What follows belongs to an exercise in optimizing a design on an open flow for small area; a production flow would make more cautious choices.
Only simulation tests tie the RTL to the original design; equivalence was not proved.
No activity file was given, so power comes from the tool's default toggle rates.

run A:
==> flow/design.v (excerpt) <==
module axi_split_top
(
   input  logic       clk,
   input  logic       resetn,
   input  axi_split_pkg::addr_t      s_aw_addr,
   input  axi_split_pkg::len_t       s_aw_len,
   input  logic       s_aw_valid,
   output logic       s_aw_ready,
   input  axi_split_pkg::wide_data_t s_w_data,
   input  logic       s_w_last,
   input  logic       s_w_valid,
   output logic       s_w_ready,
   output logic       s_b_valid,
   input  logic       s_b_ready,
   input  axi_split_pkg::addr_t      s_ar_addr,
   input  axi_split_pkg::len_t       s_ar_len,
   input  logic       s_ar_valid,
   output logic       s_ar_ready,
   output axi_split_pkg::wide_data_t s_r_data,
   output logic       s_r_last,
   output logic       s_r_valid,
   input  logic       s_r_ready,
   output axi_split_pkg::addr_t      m0_aw_addr,
   output axi_split_pkg::len_t       m0_aw_len,
   output logic       m0_aw_valid,
   input  logic       m0_aw_ready,
   output axi_split_pkg::half_data_t m0_w_data,
   output logic       m0_w_last,
   output logic       m0_w_valid,
   input  logic       m0_w_ready,
   input  logic       m0_b_valid,
   output logic       m0_b_ready,
   output axi_split_pkg::addr_t      m0_ar_addr,
   output axi_split_pkg::len_t       m0_ar_len,
   output logic       m0_ar_valid,
   input  logic       m0_ar_ready,
   input  axi_split_pkg::half_data_t m0_r_data,
   input  logic       m0_r_last,
   input  logic       m0_r_valid,
   output logic       m0_r_ready,
   output axi_split_pkg::addr_t      m1_aw_addr,
   output axi_split_pkg::len_t       m1_aw_len,
   output logic       m1_aw_valid,
   input  logic       m1_aw_ready,
   output axi_split_pkg::half_data_t m1_w_data,
   output logic       m1_w_last,
   output logic       m1_w_valid,
   input  logic       m1_w_ready,
   input  logic       m1_b_valid,
   output logic       m1_b_ready,
   output axi_split_pkg::addr_t      m1_ar_addr,
   output axi_split_pkg::len_t       m1_ar_len,
   output logic       m1_ar_valid,
   input  logic       m1_ar_ready,
   input  axi_split_pkg::half_data_t m1_r_data,
   input  logic       m1_r_last,
   input  logic       m1_r_valid,
   output logic       m1_r_ready
);
Size: about 3,200 cells after synthesis, about 530 I/O pins, ~0.054 mm² of cells after synthesis.
==> flow/config.mk <==
export PLATFORM = sky130hd
export DESIGN_NAME = axi_split_top
export DESIGN_NICKNAME = axi_split_top
export VERILOG_FILES = /design/flow/design.v
export SDC_FILE = /design/flow/constraint.sdc
export NUM_CORES = 4
export LEC_CHECK = 0
export CAP_MARGIN = 20
export CORE_MARGIN = 2
export CORE_UTILIZATION = 65
export PLACE_DENSITY = 0.75
export SLEW_MARGIN = 20
==> flow/constraint.sdc <==
create_clock -name core_clock -period 5.0 [get_ports {clk}]
set_input_delay 1.0000 -clock core_clock [delete_from_list [all_inputs] [get_ports {clk}]]
set_output_delay 1.0000 -clock core_clock [all_outputs]
set_load 0.01 [all_outputs]
standard.sh (not shown) runs the stock make flow with config.mk's settings and CLKGATE_MAP_FILE= SYNTH_SCRIPT=/design/flow/synth_recipe.tcl, a recipe that flattens the netlist after the stock synthesis.
==> flow/flow/run.sh <==
#!/bin/bash
# Standard layout, with the port buffers made from the smallest buffer cell
# and a clock tree without dummy balancing loads
set -euo pipefail
export BUFFER_PORTS_ARGS="-buffer_cell sky130_fd_sc_hd__buf_1"
export CTS_ARGS="-sink_clustering_enable -repair_clock_nets -dont_use_dummy_load -sink_clustering_size 10 -sink_clustering_max_diameter 50 -buf_list sky130_fd_sc_hd__clkbuf_4"
bash standard.sh finish > standard_flow.log 2>&1
Input changes introduced in run B (baseline for comparison: run A):
# run A
export LEC_CHECK = 0
export CAP_MARGIN = 20
export CORE_MARGIN = 2
export CORE_UTILIZATION = 65
export PLACE_DENSITY = 0.75
export SLEW_MARGIN = 20
create_clock -name core_clock -period 5.0 [get_ports {clk}]
# run B
export LEC_CHECK = 0
export CAP_MARGIN = 20
export CORE_MARGIN = 2
export CORE_UTILIZATION = 75
export GPL_TIMING_DRIVEN = 0
export PLACE_DENSITY = 0.82
export SLEW_MARGIN = 20
create_clock -name core_clock -period 5.0 [get_ports {clk}]
==> flow/flow/run.sh <==
#!/bin/bash
# Standard layout, with the port buffers made from the smallest buffer cell
# and a clock tree without dummy balancing loads
set -euo pipefail
export BUFFER_PORTS_ARGS="-buffer_cell sky130_fd_sc_hd__buf_1"
export CTS_ARGS="-sink_clustering_enable -repair_clock_nets -dont_use_dummy_load -sink_clustering_size 10 -sink_clustering_max_diameter 40 -buf_list sky130_fd_sc_hd__clkbuf_4"
bash standard.sh finish > standard_flow.log 2>&1
Results
- Re number of enable-type register cells in the synthesized netlist: no difference whatsoever between run B and run A.
- In terms of power share of the clock group, run A and run B differ only marginally.
- [compare] base=run A new=run B: share of cell area taken by multi-input logic gates shows a reduction of 0.41 points, switching power summed over all nets went up by 0.00016 W.
Changes in run C relative to run B:
# run B
export LEC_CHECK = 0
export CAP_MARGIN = 20
export CORE_MARGIN = 2
export CORE_UTILIZATION = 75
export GPL_TIMING_DRIVEN = 0
export PLACE_DENSITY = 0.82
export SLEW_MARGIN = 20
create_clock -name core_clock -period 5.0 [get_ports {clk}]
# run C
export LEC_CHECK = 0
export CAP_MARGIN = 20
export CORE_MARGIN = 2
export CORE_UTILIZATION = 65
export CTS_BUF_LIST = sky130_fd_sc_hd__clkbuf_4
export CTS_CLUSTER_DIAMETER = 50
export CTS_CLUSTER_SIZE = 10
export PLACE_DENSITY = 0.75
export SLEW_MARGIN = 20
create_clock -name core_clock -period 5.0 [get_ports {clk}]
==> flow/flow/run.sh <==
#!/bin/bash
# Standard layout, with the port buffers made from the smallest buffer cell
set -euo pipefail
export BUFFER_PORTS_ARGS="-buffer_cell sky130_fd_sc_hd__buf_1"
bash standard.sh finish > standard_flow.log 2>&1
The final area of run C falls short of that of run B by about 1.2%.
Run B → run C: number of inserted diodes lower, aggregate global-route resource usage lower.
Of run B and run C, the run reporting the lower count of clock-buffer cells in the layout was run B.
Per the comparison of run C with run B, part of the power in the clock network has increased, hold slack has decreased, global-route track usage on met3 has decreased.
Against run B, run C comes in 1.3 points lower on combinational group share of total power.
Input-level comparison between run D and run C:
# run C
export LEC_CHECK = 0
export CAP_MARGIN = 20
export CORE_MARGIN = 2
export CORE_UTILIZATION = 65
export CTS_BUF_LIST = sky130_fd_sc_hd__clkbuf_4
export CTS_CLUSTER_DIAMETER = 50
export CTS_CLUSTER_SIZE = 10
export PLACE_DENSITY = 0.75
export SLEW_MARGIN = 20
create_clock -name core_clock -period 5.0 [get_ports {clk}]
# run D
export LEC_CHECK = 0
export CAP_MARGIN = 20
export CORE_MARGIN = 2
export CORE_UTILIZATION = 75
export CTS_BUF_LIST = sky130_fd_sc_hd__clkbuf_4
export CTS_CLUSTER_DIAMETER = 40
export CTS_CLUSTER_SIZE = 10
export PLACE_DENSITY = 0.82
export SLEW_MARGIN = 20
create_clock -name core_clock -period 5.0 [get_ports {clk}]
### Flow results
From run D to run C, setup violation total in the final timing report did not move at all. In terms of combinational group share of total power, run D and run C differ only marginally. Cell count came out lower on run D than on run C. Total CTS buffers, run D and run C: larger value in run D.

[static timing again, ports no longer ideal]
The flow's constraints put no driver on any port. The routed layouts listed below were extracted and timed again, unchanged, in two steps. Step 1 assumes that a clkbuf_16 drives the clock port and a buf_2 every other input. Step 2 adds t to the input delays and takes it off the output delays; t is the mean of the earliest and latest rising clock arrival at the registers after step 1. Input paths then give back, and output paths get back, about the clock's delay inside the block. a / b / c = no drivers / after step 1 / after step 2; a / b = the first two.
| run | t (ns) | setup WS [ns] | worst setup path after step 2 |
|---|---|---|---|
| run A | 1.060 | 0.771 / 0.705 / 1.032 | input to register |
| run B | 1.084 | 0.342 / 0.274 / 1.046 | input to register |
| run C | 1.112 | 0.725 / 0.658 / 1.038 | input to register |
| run D | 1.096 | 0.925 / 0.859 / 1.530 | input to register |
After both steps every run listed still meets setup and hold.
